This is an optimization exercise on Yosys and OpenROAD, whose aim is small area, not a production implementation.
In this exercise RTL edits were held to simulation tests only and were not proved equivalent to the original.
The clock port is modelled as an ideal driver; clocking choices that lean on that would not hold on a real chip.

==> inputs of run Z <==
Design speckle_sensor_controller, start of the top module:
module speckle_sensor_controller
#(
    parameter int COLS    = DEF_COLS,
    parameter int ROWS    = DEF_ROWS,
    parameter int NB_DATA = DEF_NB_DATA,
    parameter int CLK_DIV = DEF_CLK_DIV
) (
    input  logic               clk,
    input  logic               i_rst,
    input  logic               i_start,
    input  logic               i_mode,       
    input  logic [NB_DATA-1:0] i_adc_val,
    input  logic               i_adc_done,
    input  logic [NB_DATA-1:0] i_umbral,
    output logic               o_adc_trigger,
    output logic               o_chip_col_data,
    output logic               o_chip_col_clk,
    output logic               o_chip_key_wren,
    output logic               o_busy,
    output logic               o_done
);
Settings: LEC_CHECK=0, CAP_MARGIN=20, CORE_MARGIN=2, CORE_UTILIZATION=60, CTS_BUF_LIST=sky130_fd_sc_hd__clkbuf_16, CTS_CLUSTER_DIAMETER=80, CTS_CLUSTER_SIZE=32, PLACE_DENSITY=0.64, SLEW_MARGIN=20; clock period 10.0 ns.
standard.sh (not shown) runs the stock make flow with config.mk's settings and CLKGATE_MAP_FILE= SYNTH_SCRIPT=/design/flow/synth_recipe.tcl, a recipe that flattens the netlist after the stock synthesis.
==> flow/flow/run.sh <==
#!/bin/bash
# The standard layout (standard.sh: ORFS from synthesis to finish) with
# these changes, all outside ORFS's scripts:
#  - each port gets a sky130_fd_sc_hd__buf_1 as its buffer (ORFS's default pick
#    here is the larger clkdlybuf4s50_1);
#  - clock tree synthesis clusters up to 36 flip-flops per leaf buffer and adds
#    no dummy loads to the leaf clock nets;
#  - after the cts step, post_cts.tcl splits any leaf clock net whose estimated
#    clock-pin slew is over 121 ps in two, each half with its own leaf buffer.
# Each tool's output goes to a log here: standard_cts.log, post_cts.log and
# standard_finish.log (make), with ORFS's per-step logs under orfs/logs/.
set -euo pipefail
here=$(pwd)
export BUFFER_PORTS_ARGS="-buffer_cell sky130_fd_sc_hd__buf_1"
export CTS_ARGS="-sink_clustering_enable -repair_clock_nets -buf_list sky130_fd_sc_hd__clkbuf_16 -sink_clustering_size 36 -sink_clustering_max_diameter 80 -dont_use_dummy_load"
bash standard.sh cts > standard_cts.log 2>&1
RESULTS="$here/orfs/results/$FLOW_PLATFORM/speckle_sensor_controller/base" \
LIB="$FLOW_HOME/platforms/$FLOW_PLATFORM/lib/sky130_fd_sc_hd__tt_025C_1v80.lib" \
PLATFORM_DIR="$FLOW_HOME/platforms/$FLOW_PLATFORM" \
SPLIT_SLEW_NS=0.121 \
  openroad -no_init -exit "$here/flow/post_cts.tcl" > post_cts.log 2>&1
bash standard.sh finish > standard_finish.log 2>&1
==> flow/flow/post_cts.tcl <==
# After ORFS's cts step: split any leaf clock net whose estimated flip-flop
# clock-pin slew is over SPLIT_SLEW_NS (see split_leaves.tcl), legalize, and
# write the result back as the cts step's database for the later steps.
set results $::env(RESULTS)
read_liberty $::env(LIB)
read_db $results/4_1_cts.odb
read_sdc $results/4_cts.sdc
source $::env(PLATFORM_DIR)/setRC.tcl
set_propagated_clock [all_clocks]
source [file dirname [info script]]/split_leaves.tcl
set n [split_slow_leaves $::env(SPLIT_SLEW_NS) 3]
puts "post_cts: $n leaf nets split"
if {$n > 0} {
  check_placement -verbose
  write_db $results/4_1_cts.odb
}
estimate_parasitics -placement
set w 0
foreach p [get_pins -hierarchical */CLK] { set s [clk_sink_slew $p]; if {$s > $w} {set w $s} }
puts "post_cts: worst estimated clock-pin slew [format %.1f [expr {$w * 1000}]] ps"
==> flow/flow/split_leaves.tcl <==
# Split leaf clock nets whose estimated clock-pin slew is over a limit: half of
# the net's flip-flops (the half farther along the net's longer side) move to a
# new buffer of the same cell, driven by the same parent net and placed at the
# centre of the flip-flops it drives. Both buffers then sit at the centre of
# their own flip-flops. Expects the design loaded, with the SDC and RC set.
proc clk_sink_slew {pin} {
  set w 0
  foreach e {rise fall} { foreach an {min max} {
    set s [get_property $pin slew_${an}_$e]
    if {$s > $w} {set w $s}
  }}
  return $w
}

proc leaf_worst {net} {
  set w 0
  foreach p [get_pins -of_objects $net -filter "direction==input"] {
    set s [clk_sink_slew $p]
    if {$s > $w} {set w $s}
  }
  return $w
}

proc place_at_centre {inst iterms} {
  set block [ord::get_db_block]
  set sx 0; set sy 0; set n 0
  foreach it $iterms {
    set bb [[$it getInst] getBBox]
    set sx [expr {$sx + ([$bb xMin] + [$bb xMax]) / 2}]
    set sy [expr {$sy + ([$bb yMin] + [$bb yMax]) / 2}]
    incr n
  }
  if {$n == 0} return
  $inst setLocation [expr {$sx / $n}] [expr {$sy / $n}]
  $inst setPlacementStatus PLACED
}

proc split_leaf {bufname idx} {
  set block [ord::get_db_block]
  set buf [$block findInst $bufname]
  set master [$buf getMaster]
  set out [$buf findITerm X]
  set in [$buf findITerm A]
  set onet [$out getNet]
  set pnet [$in getNet]
  set sinks {}
  foreach it [$onet getITerms] {
    if {[$it isOutputSignal]} continue
    set bb [[$it getInst] getBBox]
    lappend sinks [list [expr {([$bb xMin] + [$bb xMax]) / 2}] [expr {([$bb yMin] + [$bb yMax]) / 2}] $it]
  }
  set xs {}; set ys {}
  foreach s $sinks { lappend xs [lindex $s 0]; lappend ys [lindex $s 1] }
  set dx [expr {[tcl::mathfunc::max {*}$xs] - [tcl::mathfunc::min {*}$xs]}]
  set dy [expr {[tcl::mathfunc::max {*}$ys] - [tcl::mathfunc::min {*}$ys]}]
  set k [expr {$dx >= $dy ? 0 : 1}]
  set sinks [lsort -integer -index $k $sinks]
  set half [expr {[llength $sinks] / 2}]
  set keep {}; set move {}
  foreach s [lrange $sinks 0 [expr {$half - 1}]] { lappend keep [lindex $s 2] }
  foreach s [lrange $sinks $half end] { lappend move [lindex $s 2] }
  set nname "clknet_leaf_split_${idx}"
  set iname "clkbuf_leaf_split_${idx}"
  set nnet [odb::dbNet_create $block $nname]
  $nnet setSigType CLOCK
  set ninst [odb::dbInst_create $block $master $iname]
  [$ninst findITerm A] connect $pnet
  [$ninst findITerm X] connect $nnet
  foreach it $move { $it disconnect; $it connect $nnet }
  place_at_centre $ninst $move
  place_at_centre $buf $keep
  return [list $iname $nname]
}

proc split_slow_leaves {limit rounds} {
  set idx 0
  for {set r 0} {$r < $rounds} {incr r} {
    estimate_parasitics -placement
    set todo {}
    foreach inst [get_cells -hierarchical clkbuf_leaf*] {
      set onet [get_nets -of_objects [get_pins -of_objects $inst -filter "direction==output"]]
      set w [leaf_worst $onet]
      if {$w > $limit} { lappend todo [list [get_full_name $inst] $w] }
    }
    puts "split round $r: [llength $todo] leaf nets over [expr {$limit * 1000}] ps"
    if {[llength $todo] == 0} break
    foreach t $todo {
      puts "  split [lindex $t 0] ([format %.1f [expr {[lindex $t 1] * 1000}]] ps)"
      split_leaf [lindex $t 0] $idx
      incr idx
    }
    detailed_placement
  }
  return $idx
}
==> run X: changes against run Z <==
--- a/flow/design.v
+++ b/flow/design.v
@@ -119,15 +119,15 @@
                 end else begin
                     row_cnt <= row_cnt + 1'b1;
                 end
             end
         end
     end
     assign o_adc_trigger = (state == SEQ_TRIG);
-    assign o_wr_en       = (state == SEQ_WAIT_ADC) && i_adc_done;
+    assign o_wr_en       = (state == SEQ_WAIT_ADC) && i_adc_done && !i_rst;
     assign o_wr_data     = i_adc_val;
     assign o_rd_en       = (state == SEQ_READ) && i_shift_idle;
     assign o_wr_first = (row_cnt == '0) && (col_cnt == '0);
     assign o_wr_last  = last_pixel;
     assign o_scan_start = start_ok && !i_rst && (i_mode == MODE_SCAN);
     assign o_col_last = row_last;
     assign o_busy = (state != SEQ_IDLE) && (state != SEQ_DONE);
@@ -229,15 +229,15 @@
             head_q <= i_wr_data;
         end else if (ext) begin
             head_q <= tail ^ {NB_DATA{flip}};
         end
     end
     always_ff @(posedge clk) begin
         ext_pend   <= ext_pend_d;
-        o_rd_valid <= i_rd_en;                
+        o_rd_valid <= i_rd_en && !i_rst;      
     end
     assign o_rd_data = head_q;
 endmodule
 `timescale 1ns/1ps
 import speckle_pkg::*;
 module key_shifter
 #(
==> run B: changes against run Z <==
--- a/flow/design.v
+++ b/flow/design.v
@@ -119,15 +119,15 @@
                 end else begin
                     row_cnt <= row_cnt + 1'b1;
                 end
             end
         end
     end
     assign o_adc_trigger = (state == SEQ_TRIG);
-    assign o_wr_en       = (state == SEQ_WAIT_ADC) && i_adc_done;
+    assign o_wr_en       = (state == SEQ_WAIT_ADC) && i_adc_done && !i_rst;
     assign o_wr_data     = i_adc_val;
     assign o_rd_en       = (state == SEQ_READ) && i_shift_idle;
     assign o_wr_first = (row_cnt == '0) && (col_cnt == '0);
     assign o_wr_last  = last_pixel;
     assign o_scan_start = start_ok && !i_rst && (i_mode == MODE_SCAN);
     assign o_col_last = row_last;
     assign o_busy = (state != SEQ_IDLE) && (state != SEQ_DONE);
@@ -229,15 +229,15 @@
             head_q <= i_wr_data;
         end else if (ext) begin
             head_q <= tail ^ {NB_DATA{flip}};
         end
     end
     always_ff @(posedge clk) begin
         ext_pend   <= ext_pend_d;
-        o_rd_valid <= i_rd_en;                
+        o_rd_valid <= i_rd_en && !i_rst;      
     end
     assign o_rd_data = head_q;
 endmodule
 `timescale 1ns/1ps
 import speckle_pkg::*;
 module key_shifter
 #(
==> flow/run.sh (new file) <==
#!/bin/bash
# synth_recipe.tcl (not shown) runs the flow's synth.tcl, then flattens the netlist and writes it again
# the make line also repeats each setting of config.mk as NAME=value (left out here)
make -C /OpenROAD-flow-scripts/flow DESIGN_CONFIG=/design/flow/config.mk WORK_HOME=/design/flow/orfs CLKGATE_MAP_FILE= SYNTH_SCRIPT=/design/flow/synth_recipe.tcl finish
CTS_CLUSTER_SIZE = 30   (was 32)
removed: flow/flow/run.sh
removed: flow/flow/post_cts.tcl
removed: flow/flow/split_leaves.tcl
removed: flow/standard.sh
==> flow_metrics.tcl <==
set metrics [dict create \
    setup_slack_ps 5340 \
    postPlaceCellArea_um2 152000 \
    synth_cells 8260 \
    comb-power_mw 2.48 \
    p_switching_mw 12.8 \
    status "timing/DRC/antenna clean" \
    yosys.area_share.simple 0.00423 \
    grt_pass1_vias 54600 \
    drt_iter0_markers 2580 \
    fin_crit_ps 4660 \
    max_stage_delay_ps 600 \
]
Source of the figures above: run B

==> flow_metrics.tcl <==
set metrics [dict create \
    synth_cells 8260 \
    max_stage_delay_ps 580 \
    setup_slack_ps 5880 \
    p_switching_mw 12.5 \
    drt_iter0_markers 2704 \
    fin_crit_ps 4120 \
    crit_buf_inv 2 \
    num-nonclk-inverters 29 \
    comb-power_mw 2.46 \
    status "timing/DRC/antenna clean" \
]
Source of the figures above: run X

==> flow_metrics.tcl <==
set metrics [dict create \
    p_switching_mw 12.6 \
    postPlaceCellArea_um2 152000 \
    comb-power_mw 2.54 \
    yosys.area_share.simple 0.00408 \
    status "timing/DRC/antenna clean" \
    fin_crit_ps 4210 \
    setup_slack_ps 5790 \
    max_stage_delay_ps 690 \
    grt_pass1_vias 53400 \
]
Source of the figures above: run Z

afterwards: timing with drivers on the ports:
The results above use ideal ports. As a check the final layouts listed here were re-extracted and re-timed, cells and wires unchanged. Step 1: set_driving_cell puts a clkbuf_16 on clk and a buf_2 on each other input, an assumption about the parent block. Step 2 times the ports against the registers' clock, not the clock port: input delays grow and output delays shrink by t, the midpoint of the rising clock arrivals with the driver on. a / b / c = ideal / step 1 / step 2; a / b = the first two.
| run | t (ns) | slack for setup (ns) | worst setup path after step 2 | worst register clock-pin slew, ns |
|---|---|---|---|---|
| run Z | 0.923 | 5.790 / 5.704 / 6.202 | input to register | 0.12 / 0.12 |
| run X | 0.922 | 5.883 / 5.798 / 5.730 | input to register | 0.12 / 0.12 |
| run B | 0.982 | 5.340 / 5.254 / 5.274 | input to register | 0.11 / 0.11 |
After both steps every run listed still meets setup and hold. For run X, which loses most, drivers alone change the setup slack by -0.085 ns; drivers and shift together by -0.153 ns.
